This is an optimization exercise on Yosys and OpenROAD, whose aim is small area, not a production implementation.
Function was checked by simulation only, so behaviour that the tests miss may differ from the original.
Power is estimated from default activity; no workload was simulated.

$ cat flow/config.mk
export PLATFORM = sky130hd
export DESIGN_NAME = reg_debug_tracker
export DESIGN_NICKNAME = reg_debug_tracker
export VERILOG_FILES = /design/flow/design.v
export SDC_FILE = /design/flow/constraint.sdc
export NUM_CORES = 4
export LEC_CHECK = 0
export CAP_MARGIN = 5
export CORE_MARGIN = 2
export CORE_UTILIZATION = 60
export PLACE_DENSITY = 0.7
export SLEW_MARGIN = 5
$ cat flow/constraint.sdc
create_clock -name core_clock -period 5.0 [get_ports {clk}]
set_input_delay 1.0000 -clock core_clock [delete_from_list [all_inputs] [get_ports {clk}]]
set_output_delay 1.0000 -clock core_clock [all_outputs]
set_load 0.01 [all_outputs]
$ cat flow/design.v
package dbg_pkg;
  localparam int NUM_REGS = 32;
  localparam int XLEN     = 32;
  localparam int IDX_W    = $clog2(NUM_REGS);
  typedef enum logic [1:0] {
    INIT,    
    IDLE,    
    PRIME,   
    COPY     
  } trk_state_t;
  typedef logic [XLEN-1:0]  word_t;
  typedef logic [IDX_W-1:0] reg_idx_t;
  localparam reg_idx_t LAST_IDX = reg_idx_t'(NUM_REGS - 1);
endpackage
import dbg_pkg::*;
module reg_shadow_ram (
  input  logic              clk,
  input  logic              we,
  input  dbg_pkg::reg_idx_t waddr,
  input  dbg_pkg::word_t    wdata,
  input  logic [dbg_pkg::NUM_REGS-1:0] clr,
  output logic [dbg_pkg::NUM_REGS*dbg_pkg::XLEN-1:0] words
);
  dbg_pkg::word_t mem [1:NUM_REGS-1];
  assign words[XLEN-1:0] = '0;
  for (genvar k = 1; k < NUM_REGS; k++) begin : g_word
    logic           sel, hold;
    dbg_pkg::word_t sel_v, hold_v;
    assign sel    = we && (waddr == k);
    assign hold   = !sel && !clr[k];
    assign sel_v  = {XLEN{sel}};
    assign hold_v = {XLEN{hold}};
    always_ff @(posedge clk) begin
      mem[k] <= (sel_v & wdata) | (hold_v & mem[k]);
    end
    assign words[XLEN*k +: XLEN] = mem[k];
  end
endmodule
import dbg_pkg::*;
module reg_debug_tracker #(
  parameter int HOLD_FRAMES = 4,
  parameter int HOLD_W      = $clog2(HOLD_FRAMES + 1)
) (
  input  logic                 clk,
  input  logic                 reset,
  input  logic                 wb_we,
  input  logic [dbg_pkg::IDX_W-1:0] wb_rd,
  input  logic [dbg_pkg::XLEN-1:0]  wb_data,
  input  logic                 frame_start,
  input  logic                 freeze,
  output logic [dbg_pkg::NUM_REGS*dbg_pkg::XLEN-1:0] regs_out,
  output logic [dbg_pkg::NUM_REGS-1:0] changed_mask,
  output logic                 busy
);
  localparam logic [HOLD_W-1:0] HOLD_LOAD = HOLD_W'(HOLD_FRAMES);
  dbg_pkg::trk_state_t        state;
  dbg_pkg::reg_idx_t          idx;        
  dbg_pkg::word_t             snap [1:NUM_REGS-1];  
  assign regs_out[XLEN-1:0] = '0;
  for (genvar g = 1; g < NUM_REGS; g++) begin : g_regs_out
    assign regs_out[XLEN*g +: XLEN] = snap[g];
  end
  logic frozen;
  assign frozen = freeze;
  logic wb_accept;
  logic frame_accept;
  assign wb_accept    = (state != INIT) && wb_we && (wb_rd != '0);
  assign frame_accept = (state == IDLE) && frame_start && !frozen;
  logic              pw_v;
  dbg_pkg::reg_idx_t pw_a;
  dbg_pkg::word_t    pw_d;
  logic [NUM_REGS*XLEN-1:0] shadow;
  logic [NUM_REGS-1:0]      idx_hit;    
  logic [NUM_REGS-1:0]      sweep_clr;
  always_ff @(posedge clk) begin
    pw_v <= wb_accept;
    pw_a <= wb_rd;
    pw_d <= wb_data;
  end
  for (genvar k = 0; k < NUM_REGS; k++) begin : g_idx_hit
    assign idx_hit[k]   = (idx == k);
    assign sweep_clr[k] = (state == INIT) && idx_hit[k];
  end
  reg_shadow_ram u_ram (
    .clk   (clk),
    .we    (pw_v),
    .waddr (pw_a),
    .wdata (pw_d),
    .clr   (sweep_clr),
    .words (shadow)
  );
  always_ff @(posedge clk) begin
    if (reset) begin
      state   <= INIT;
      idx     <= '0;
      busy    <= 1'b1;
    end else begin
      unique case (state)
        INIT: begin
          if (idx == LAST_IDX) begin
            state <= IDLE;
            idx   <= '0;
            busy  <= 1'b0;
          end else begin
            idx <= idx + 1'b1;
          end
        end
        IDLE: begin
          if (frame_accept) begin
            state   <= PRIME;
            idx     <= '0;
            busy    <= 1'b1;
          end
        end
        PRIME: begin
          state   <= COPY;
        end
        COPY: begin
          if (idx == LAST_IDX) begin
            state <= IDLE;
            idx   <= '0;
            busy  <= 1'b0;
          end else begin
            idx <= idx + 1'b1;
          end
        end
        default: begin
          state <= INIT;
          idx   <= '0;
          busy  <= 1'b1;
        end
      endcase
    end
  end
  for (genvar k = 1; k < NUM_REGS; k++) begin : g_snap
    logic           ld, ld_ok, hd_ok;
    dbg_pkg::word_t ld_v, hd_v;
    assign ld    = (state == COPY) && idx_hit[k];
    assign ld_ok = !reset && ld;
    assign hd_ok = !reset && !ld;
    assign ld_v  = {XLEN{ld_ok}};
    assign hd_v  = {XLEN{hd_ok}};
    always_ff @(posedge clk) begin
      snap[k] <= (ld_v & shadow[XLEN*k +: XLEN]) | (hd_v & snap[k]);
    end
  end
  logic run, f_run, nf_run, w_run;    
  assign run    = !reset;
  assign f_run  = frame_accept && run;
  assign nf_run = !frame_accept && run;
  assign w_run  = wb_accept && run;
  logic [2:0] hs [1:NUM_REGS-1];
  assign changed_mask[0] = 1'b0;
  for (genvar i = 1; i < NUM_REGS; i++) begin : g_hs
    logic w, t1, t2;
    assign w  = w_run && (wb_rd == i);
    assign t1 = (f_run & hs[i][1]) | (nf_run & hs[i][2]);
    assign t2 = (f_run & hs[i][0]) | (nf_run & hs[i][1]);
    assign changed_mask[i] = hs[i][2] | hs[i][1];
    always_ff @(posedge clk) begin
      hs[i] <= {t1 | (w & t2),
                t2 & !w,
                w | (hs[i][0] & run & !(frame_accept & hs[i][2] & hs[i][1]))};
    end
  end
endmodule
$ cat flow/flow/run.sh
#!/bin/bash
# Standard ORFS layout (the standard.sh, unchanged synthesis), with two changes:
#  - port buffers are the smallest buffer, sky130_fd_sc_hd__buf_1, instead of the cell
#    buffer_ports picks by default;
#  - clock tree synthesis builds the tree from clkbuf_16 only, with sink clusters of at most
#    28 flip-flops within 70 um, and without dummy loads.
# make's full output goes to flow.log in the work folder; ORFS keeps each step's log under
# orfs/logs/.
set -euo pipefail
bash standard.sh \
  "BUFFER_PORTS_ARGS=-buffer_cell sky130_fd_sc_hd__buf_1" \
  "CTS_ARGS=-sink_clustering_enable -repair_clock_nets -dont_use_dummy_load -buf_list {sky130_fd_sc_hd__clkbuf_16} -sink_clustering_size 28 -sink_clustering_max_diameter 70" \
  finish > flow.log 2>&1
$ cat flow/standard.sh
#!/bin/bash
# synth_recipe.tcl (not shown) runs the flow's synth.tcl, then flattens the netlist and writes it again
# the make line also repeats each setting of config.mk as NAME=value (left out here)
make -C /OpenROAD-flow-scripts/flow DESIGN_CONFIG=/design/flow/config.mk WORK_HOME=/design/flow/orfs CLKGATE_MAP_FILE= SYNTH_SCRIPT=/design/flow/synth_recipe.tcl "${@:-finish}"
==> out/summary.md, run 1 <==
• 0 — pins over their slew limit
• 109,000 µm² — area of the core
• 0.150 — Max transition margin
• 0.000327 V — worst vdd ir
• 6.66 — post-detailed-route via-to-cell ratio
• 0.608 — Final period util
• 0 — antenna viol nets, final
• 8,320 — Fillers
• 32 — largest fanout on the critical path
• input port to register — classification of the worst-slack hold path
• 21,700 µm² — combined area of the multi-input logic cells
• 0 — hold violation count in the final report
• 28.6 nW — leakage power summed over all cells
• 2,123 — flops & latches, synth
• 5,653 — Iter 0 DRT Violations
• 0 — CTS hold repair buffers
• 65,700 µm² — Mapped Area
• 0.98 ns — delay of the slowest critical-path stage
• sky130_fd_sc_hd__clkbuf_16 — CTS root buffer
• pw_d[4] — endpoint of the worst hold path
• 0 — remaining routing DRC violations
• wb_data[4] — origin of the worst min-delay path
• 1,099 — Top Ports
• 5.63 ns — required arrival time at the worst endpoint
• 44 — number of distinct standard cells referenced by the synthesized netlist
• 4 — Register-to-Register Path Depth
• 0.417 — All-Layer GR Usage
• 121 — cell row count
• 11.8% — synthesis-to-finish area growth
• 5,409 — synthesized instance count
• 12.2 µm² — Avg Synthesized Cell Area
• 0 — post-CTS setup buffer count
• 45,100 — vias in the first global route
• 0.647 — fraction of the yosys area taken by sequential cells
• 2 — antenna violations before repair
• 448 nW/µm² — power per unit of standard cell area
• 99 — TritonCTS Buffers
• snap[2][20] — R2R Path End
• 0.0660 ns — final clock skew
• 50,500 — number of vias in the routed layout
• 2,091 x sky130_fd_sc_hd__dfxtp_1, 1,920 x sky130_fd_sc_hd__a22o_1, 1,064 x sky130_fd_sc_hd__buf_1, 218 x sky130_fd_sc_hd__nand2_1, 124 x sky130_fd_sc_hd__buf_4 — commonest non-fill, non-tap cells in the layout
• 42,500 µm² — combined flip-flop and latch cell area
• 159,000 µm — detailed-placement wirelength estimate
• no timing/DRC/antenna violations — run status
• sky130_fd_sc_hd__dfxtp_1 — cell with the largest stage delay on the worst path
• 7,474 — cell total after placement
• 2,123 — total number of clock tree sinks
• 0.0710 — share of layout cells above drive strength 1
• 246,000 µm — WL final
• built — CTS tree
• register — CP Capture Type
• 5 — count of synthesis-stage warnings from yosys
• 3.04 ns — crit path time final
• 335 µm — die boundary width
• 3.67 ns — arrival time of the worst setup path
• 7,574 — final non-filler cell total
• 112,000 µm² — area enclosed by the die boundary
• 0 ns — Setup TNS Final
• 0.10 ns — register clock-pin slew on the reported worst setup and hold paths
• 3 — maximum buffer depth of the clock tree
• 70 — pin count of the biggest net entering global routing
• 0.605 — initial standard-cell utilization of the core
• 1 — Hold Crit Depth
• 0.900 — gpl congestion
• register — type of origin of the critical path
• 1.27 ns — actual transition at the worst max-transition pin
• nor2b_1 > and2_1 > a21oi_4 > a22o_1 — worst path cell trace
• register to register — start-to-end type of the worst setup path
• 1.96 ns — reg-to-reg setup timing slack
• 1,065 — count of input and output buffers
• 0.329 GHz — achievable clock frequency
• 6 — detailed-router iteration count before antenna repair
• 3 — count of H-tree levels built during CTS
• 342,000 µm — first-pass GRT wire length
• false — RSZ-0062 raised after global routing
• sky130_fd_sc_hd__dfxtp_1 — leading cell type in the layout, fill and taps excluded
• 0 — overflow left after global routing
• 0 — Post-synth EDFFs
• sky130_fd_sc_hd__dfxtp_1 — most instantiated flip-flop cell in the synthesis netlist
• 0.73 ns — Clock Latency Late Sink
• 32.4 µm — routed len/inst
• 6,213 — layout net count
• 335 µm — die boundary height
• 0 — cts repair resizes
• 0 — total of max-cap violations
• idx[3] — FF-to-FF Start
• 0 — async set or reset register ratio after synthesis
• 0 — Setup Viol. Count Final
-- worst max-delay path, delay by kind of cell (launching register included) --
kind | cells | cell delay (ns)
and+or+nand+nor | 2 | 0.76
DFF | 1 | 0.98
AOI/OAI and AO/OA | 2 | 1.22
-- where the power goes --
group / switching (mW) / internal [mW] / total, mW / leakage, nW
combinational: 1.53 / 1.79 / 3.32 / 10.1
sequential: 1.49 / 19.5 / 21.0 / 17.3
clock: 5.12 / 3.54 / 8.66 / 1.22
total: 8.14 / 24.8 / 32.9 / 28.6
-- stage by stage --
stage / power (mW) / utilization / hold WS [ns] / setup WS (ns) / instance area, µm²
2_1_floorplan: 23.4 / - / 0.436 / 2.57 / 65800
3_3_place_gp: 24.3 / 0.653 / 0.444 / 1.79 / 71000
3_5_place_dp: 24.5 / 0.653 / 0.450 / 1.79 / 71000
4_1_cts: 32.8 / 0.676 / 0.317 / 2.02 / 73500
5_1_grt: 34.0 / 0.676 / 0.317 / 1.79 / 73500
6_report: 32.9 / 0.676 / 0.350 / 1.96 / 73500
-- cell families (layout without fill, tap and decap cells) --
family | Yosys count | count (layout) | share of synthesized area
muxes | 10 | 10 | 0.00152
buffers and inverters | 577 | 1295 | 0.0357
adders and majority gates | 10 | 10 | 0.00190
AOI/OAI and AO/OA | 2143 | 2143 | 0.276
and+or+nand+nor | 545 | 545 | 0.0381
DFF | 2123 | 2123 | 0.647
other | 1 | 34 | 0.0000571
-- layer usage --
metal,track usage,up-vias,part of all wire
li1,-,21600,-
met2,0.627,2986,0.44
met4,0.252,0,0.073
met5,0,-,0
met3,0.129,627,0.11
met1,0.527,25200,0.38
-- how the worst max path moves through the flow --
| stage | slack (ns) | end | from |
|---|---|---|---|
| final | 1.96 | snap[2][20] | idx[3] |
| after global routing | 1.79 | snap[2][20] | idx[3] |
| after CTS | 2.02 | snap[19][24] | idx[3] |
| after detailed placement | 1.79 | hs[12][1] | reset |
| after global placement | 1.79 | hs[12][1] | reset |
| after floorplan | 2.57 | hs[12][1] | reset |
-- flip-flops by register name, indices dropped and copies added (netlist names) --
name / count
hs: 93
idx: 5
pw_d: 32
pw_a: 5
busy: 1
pw_v: 1
state: 2
snap: 992
u_ram.mem: 992
-- final cells by class --
class,instances,share of cell area
Inverter,7,0.000358
Timing Repair Buffer,1189,0.0671
Clock buffer,99,0.0337
Antenna cell,1,0.0000341
Tap cell,1414,0.0241
Multi-Input combinational cell,2741,0.295
Sequential cell,2123,0.579
-- Yosys cell counts (2+ instances only) --
master / count / area (µm²)
sky130_fd_sc_hd__a211oi_1: 2 / 15.0
sky130_fd_sc_hd__o21ai_1: 12 / 60.1
sky130_fd_sc_hd__and3_1: 7 / 43.8
sky130_fd_sc_hd__nand3b_1: 8 / 60.1
sky130_fd_sc_hd__mux2i_1: 10 / 100
sky130_fd_sc_hd__nor3b_1: 2 / 15.0
sky130_fd_sc_hd__inv_1: 7 / 26.3
sky130_fd_sc_hd__nand4bb_1: 4 / 45.0
sky130_fd_sc_hd__nand4b_1: 4 / 35.0
sky130_fd_sc_hd__clkbuf_1: 489 / 1840
sky130_fd_sc_hd__and2_1: 25 / 156
sky130_fd_sc_hd__a31o_2: 24 / 210
sky130_fd_sc_hd__a31o_1: 4 / 35.0
sky130_fd_sc_hd__o32ai_1: 2 / 17.5
sky130_fd_sc_hd__nor3_1: 55 / 275
sky130_fd_sc_hd__buf_1: 5 / 18.8
sky130_fd_sc_hd__nor2_2: 3 / 18.8
sky130_fd_sc_hd__a21oi_1: 54 / 270
sky130_fd_sc_hd__dfxtp_1: 2123 / 42500
sky130_fd_sc_hd__or2_2: 36 / 225
sky130_fd_sc_hd__nor2b_1: 3 / 18.8
sky130_fd_sc_hd__nor2_1: 120 / 450
sky130_fd_sc_hd__a22o_1: 1920 / 16800
sky130_fd_sc_hd__a21o_1: 11 / 82.6
sky130_fd_sc_hd__a31oi_1: 34 / 213
sky130_fd_sc_hd__o21ai_0: 72 / 360
sky130_fd_sc_hd__buf_2: 42 / 210
sky130_fd_sc_hd__or4b_1: 2 / 20.0
sky130_fd_sc_hd__nand2_1: 218 / 818
sky130_fd_sc_hd__a32o_1: 2 / 20.0
sky130_fd_sc_hd__a41oi_1: 4 / 35.0
sky130_fd_sc_hd__nand3_1: 40 / 200
sky130_fd_sc_hd__ha_1: 10 / 125
sky130_fd_sc_hd__nor4_1: 3 / 18.8
sky130_fd_sc_hd__and3b_1: 3 / 26.3
sky130_fd_sc_hd__buf_4: 33 / 248
sky130_fd_sc_hd__nand2b_1: 9 / 56.3
==> run 2, diff against run 1 <==
==> flow/run.sh (new file) <==
#!/bin/bash
# synth_recipe.tcl (not shown) runs the flow's synth.tcl, then flattens the netlist and writes it again
# the make line also repeats each setting of config.mk as NAME=value (left out here)
make -C /OpenROAD-flow-scripts/flow DESIGN_CONFIG=/design/flow/config.mk WORK_HOME=/design/flow/orfs CLKGATE_MAP_FILE= SYNTH_SCRIPT=/design/flow/synth_recipe.tcl finish
--- a/flow/config.mk
+++ b/flow/config.mk
@@ -5,8 +5,11 @@
 export SDC_FILE = /design/flow/constraint.sdc
 export NUM_CORES = 4
 export LEC_CHECK = 0
-export CAP_MARGIN = 5
+export CAP_MARGIN = 20
 export CORE_MARGIN = 2
 export CORE_UTILIZATION = 60
+export CTS_BUF_LIST = sky130_fd_sc_hd__clkbuf_8
+export CTS_CLUSTER_DIAMETER = 45
+export CTS_CLUSTER_SIZE = 16
 export PLACE_DENSITY = 0.7
-export SLEW_MARGIN = 5
+export SLEW_MARGIN = 20
removed: flow/flow/run.sh
removed: flow/standard.sh
==> run 2 against run 1 <==
Register-to-register slack worse by 0.02 ns. Worst setup slack worse by 0.10 ns. Synthesized cell count stayed put. Clock power is 24% higher. Core utilization is 7.6 points higher. Sequential power hardly changed. Flip-flop and latch count stayed put. Die area stayed put. Critical path depth is 3 lower. Critical path type is now register to primary output. Largest cell class unchanged. Largest power group unchanged. Highest routed layer unchanged.
==> out/summary.md, run 2 <==
• sky130_fd_sc_hd__clkbuf_8 — CTS root buffer, was sky130_fd_sc_hd__clkbuf_16
• primary output — CP Capture Type, was register
• false — RSZ-0062 raised after global routing, unchanged
• 0.436 — All-Layer GR Usage, was 0.417
• 0.217 — Max transition margin, was 0.150
• 0 — overflow left after global routing, unchanged
• 44 — number of distinct standard cells referenced by the synthesized netlist, unchanged
• 6.66 — post-detailed-route via-to-cell ratio, about the same
• 5 — count of synthesis-stage warnings from yosys, unchanged
• buffers and inverters — gate family responsible for the most delay along the worst path, was compound AO/OA/AOI/OAI gates
• 21,700 µm² — combined area of the multi-input logic cells, about the same
• 0.304 — fraction of power consumed by the clock network, was 0.263
• 0 — Setup Viol. Count Final, unchanged
• 7,285 — Fillers, was 8,320
• 3.14 ns — crit path time final, was 3.04 ns
• 0.92 ns — Clock Latency Late Sink, was 0.73 ns
• 0.87 ns — delay of the slowest critical-path stage, was 0.98 ns
• 0 — cts repair resizes, unchanged
• 0.0402 ns — final clock skew, was 0.0660 ns
• 0.599 — Sequential Power Share, was 0.636
• 335 µm — die boundary height, unchanged
• register to register — classification of the worst-slack hold path, was input port to register
• 0 ns — Setup TNS Final, unchanged
• 0.257 — net switching share of the total power, was 0.247
• sky130_fd_sc_hd__dfxtp_1 — library cell with the highest instance count after synthesis, unchanged
• 0 — pins over their slew limit, unchanged
• 1.86 ns — final setup margin, was 1.96 ns
• 0.097 — combinational share of power, was 0.101
• 9.00 mW — net load switching power, was 8.14 mW
• 1.62 ns — setup slack after placement, was 1.79 ns
• 3 — maximum buffer depth of the clock tree, unchanged
• 2,123 — flops & latches, synth, unchanged
• built — CTS tree, unchanged
• 0.318 GHz — achievable clock frequency, was 0.329 GHz
• 31.9 nW — leakage power summed over all cells, was 28.6 nW
• 6 — detailed-router iteration count before antenna repair, unchanged
• 4 — count of H-tree levels built during CTS, was 3
• 2,123 x sky130_fd_sc_hd__dfxtp_1, 1,920 x sky130_fd_sc_hd__a22o_1, 489 x sky130_fd_sc_hd__clkbuf_1, 218 x sky130_fd_sc_hd__nand2_1, 120 x sky130_fd_sc_hd__nor2_1 — top post-synthesis cells by count, unchanged
• 2 — antenna violations before repair, unchanged
• 2,123 — total number of clock tree sinks, unchanged
• 0 — CTS hold repair buffers, unchanged
• 26.1 mW — internal power component, was 24.8 mW
• 7,785 — final non-filler cell total, was 7,574
• 0.902 — gpl congestion, was 0.900
• 2,091 x sky130_fd_sc_hd__dfxtp_1, 1,920 x sky130_fd_sc_hd__a22o_1, 1,064 x sky130_fd_sc_hd__clkdlybuf4s50_1, 218 x sky130_fd_sc_hd__nand2_1, 195 x sky130_fd_sc_hd__clkbuf_8 — commonest non-fill, non-tap cells in the layout, was 2,091 x sky130_fd_sc_hd__dfxtp_1, 1,920 x sky130_fd_sc_hd__a22o_1, 1,064 x sky130_fd_sc_hd__buf_1, 218 x sky130_fd_sc_hd__nand2_1, 124 x sky130_fd_sc_hd__buf_4
• 1,065 — count of input and output buffers, unchanged
• sky130_fd_sc_hd__dfxtp_1 — leading cell type in the layout, fill and taps excluded, unchanged
• sky130_fd_sc_hd__dfxtp_1 — library cell with the largest summed area after synthesis, unchanged
• no timing/DRC/antenna violations — run status, unchanged
• 0.605 — initial standard-cell utilization of the core, unchanged
• 0 — hold violation count in the final report, unchanged
• 47,900 — vias in the first global route, was 45,100
• 0.0986 — share of layout cells above drive strength 1, was 0.0710
• 429 nW/µm² — power per unit of standard cell area, was 448 nW/µm²
• 112,000 µm² — area enclosed by the die boundary, unchanged
• register — type of origin of the critical path, unchanged
• 0.647 — fraction of the yosys area taken by sequential cells, unchanged
• 12.2 µm² — Avg Synthesized Cell Area, unchanged
• 0.628 — Final period util, was 0.608
• 32.7 µm — routed len/inst, was 32.4 µm
• 1,099 — Top Ports, unchanged
• 0 — antenna viol nets, final, unchanged
• snap x992, u_ram.mem x992, hs x93 — largest registers, unchanged
• sky130_fd_sc_hd__clkdlybuf4s50_1 — cell with the largest stage delay on the worst path, was sky130_fd_sc_hd__dfxtp_1
• 163,000 µm — detailed-placement wirelength estimate, was 159,000 µm
• 1.17 ns — actual transition at the worst max-transition pin, was 1.27 ns
• 178 — TritonCTS Buffers, was 99
• clkdlybuf4s50_1 — worst path cell trace, was nor2b_1 > and2_1 > a21oi_4 > a22o_1
• 1 — buffers and inverters on the worst path, was 0
• 0.752 — post-layout utilization of the core, was 0.676
• 109,000 µm² — area of the core, unchanged
• 255,000 µm — WL final, was 246,000 µm
• 5,409 — synthesized instance count, unchanged
• 2.14 ns — arrival time of the worst setup path, was 3.67 ns
• 6,299 — layout net count, was 6,213
• 0 — async set or reset register ratio after synthesis, unchanged
• 5,740 — Iter 0 DRT Violations, was 5,653
• 35.1 mW — Overall Power, was 32.9 mW
• 65 — pin count of the biggest net entering global routing, was 70
• 0 — Post-synth EDFFs, unchanged
• 0.000323 V — worst vdd ir, was 0.000327 V
• register to primary output — start-to-end type of the worst setup path, was register to register
• 0.10 ns — register clock-pin slew on the reported worst setup and hold paths, about the same
• 121 — cell row count, unchanged
• 2 — largest fanout on the critical path, was 32
• sky130_fd_sc_hd__dfxtp_1 — most instantiated flip-flop cell in the synthesis netlist, unchanged
• 7,474 — cell total after placement, unchanged
• 0 — post-CTS setup buffer count, unchanged
• 0 — total of max-cap violations, unchanged
• 51,800 — number of vias in the routed layout, was 50,500
• 4.00 ns — required arrival time at the worst endpoint, was 5.63 ns
• 356,000 µm — first-pass GRT wire length, was 342,000 µm
• 65,700 µm² — Mapped Area, unchanged
• 0 — remaining routing DRC violations, unchanged
• 335 µm — die boundary width, unchanged
• sky130_fd_sc_hd__dfxtp_1 65%, sky130_fd_sc_hd__a22o_1 26%, sky130_fd_sc_hd__clkbuf_1 2.8% — main area contributors after synthesis, unchanged
• 42,500 µm² — combined flip-flop and latch cell area, unchanged
• 24.3% — synthesis-to-finish area growth, was 11.8%
• 0.647 — top-area cell type share of the netlist area, unchanged
run 2: power groups by stage:
stage | logic, mW | registers (mW) | clock network (mW)
2_1_floorplan | 2.56 | 20.8 | 0
3_3_place_gp | 3.17 | 21.1 | 0
3_5_place_dp | 3.31 | 21.2 | 0
4_1_cts | 3.34 | 20.9 | 10.7
5_1_grt | 3.66 | 21.2 | 11.4
6_report | 3.40 | 21.0 | 10.7
run 2: per-layer routing:
| metal | vias up | part of all wire | global-route usage |
|---|---|---|---|
| met5 | - | 0 | 0 |
| met4 | 0 | 0.080 | 0.301 |
| met3 | 699 | 0.12 | 0.148 |
| met2 | 3330 | 0.43 | 0.648 |
| met1 | 25900 | 0.37 | 0.535 |
| li1 | 21900 | - | - |
run 2: cells by family (layout without fill, tap and decap cells):
logic type / after synthesis / count (layout) / synth area share
compound gates: 2143 / 2143 / 0.276
flops: 2123 / 2123 / 0.647
buf+inv: 577 / 1505 / 0.0357
simple gates: 545 / 545 / 0.0381
fa+ha+maj: 10 / 10 / 0.00190
mux: 10 / 10 / 0.00152
other cells: 1 / 35 / 0.0000571
run 2: per-stage QoR:
stage	cell area (µm²)	hold slack (ns)
floorplan	65800	0.436
global placement	77600	0.444
detailed placement	77600	0.450
CTS	81500	0.456
global route	81700	0.478
finish	81700	0.452
run 2: path summary, 6_finish.rpt:
path	startpoint	endpoint	slack, ns	cells after the start
max	snap[1][28]	regs_out[60]	1.86	1
min reg2reg	u_ram.mem[12][9]	snap[12][9]	0.45	1
min	u_ram.mem[12][9]	snap[12][9]	0.45	1
max reg2reg	idx[3]	snap[2][28]	1.94	4
run 2: area by class of cell:
class / instances / area share
diodes: 2 / 0.0000612
clock buffers: 195 / 0.0328
clock inverters: 107 / 0.0148
inverters: 7 / 0.000321
multi-input cells: 2741 / 0.266
flip-flops and latches: 2123 / 0.521
well taps: 1414 / 0.0216
repair buffers: 1196 / 0.144

re-timing with driven ports:
In the flow no input, the clock included, has a driving cell. The finished layouts below were timed again as built, in two steps. Step 1, drivers: a clkbuf_16 drives clk and a buf_2 each remaining input, both assumed. Step 2 adds t to the input delays and takes it off the output delays; t is the mean of the earliest and latest rising clock arrival at the registers after step 1. Input paths then give back, and output paths get back, about the clock's delay inside the block. Slacks: no drivers / after step 1 / after step 2; pairs: no drivers / after step 1.
run | t, ns | setup WS [ns] | worst setup path after step 2 | worst slew at a driven data input, ns
run 1 | 0.772 | 1.962 / 1.962 / 1.715 | input to register | 0.08
run 2 | 0.984 | 1.859 / 1.774 / 1.588 | input to register | 0.05
After both steps every run listed still meets setup and hold. For run 2, which loses most, drivers alone change the setup slack by -0.085 ns; drivers and shift together by -0.271 ns.
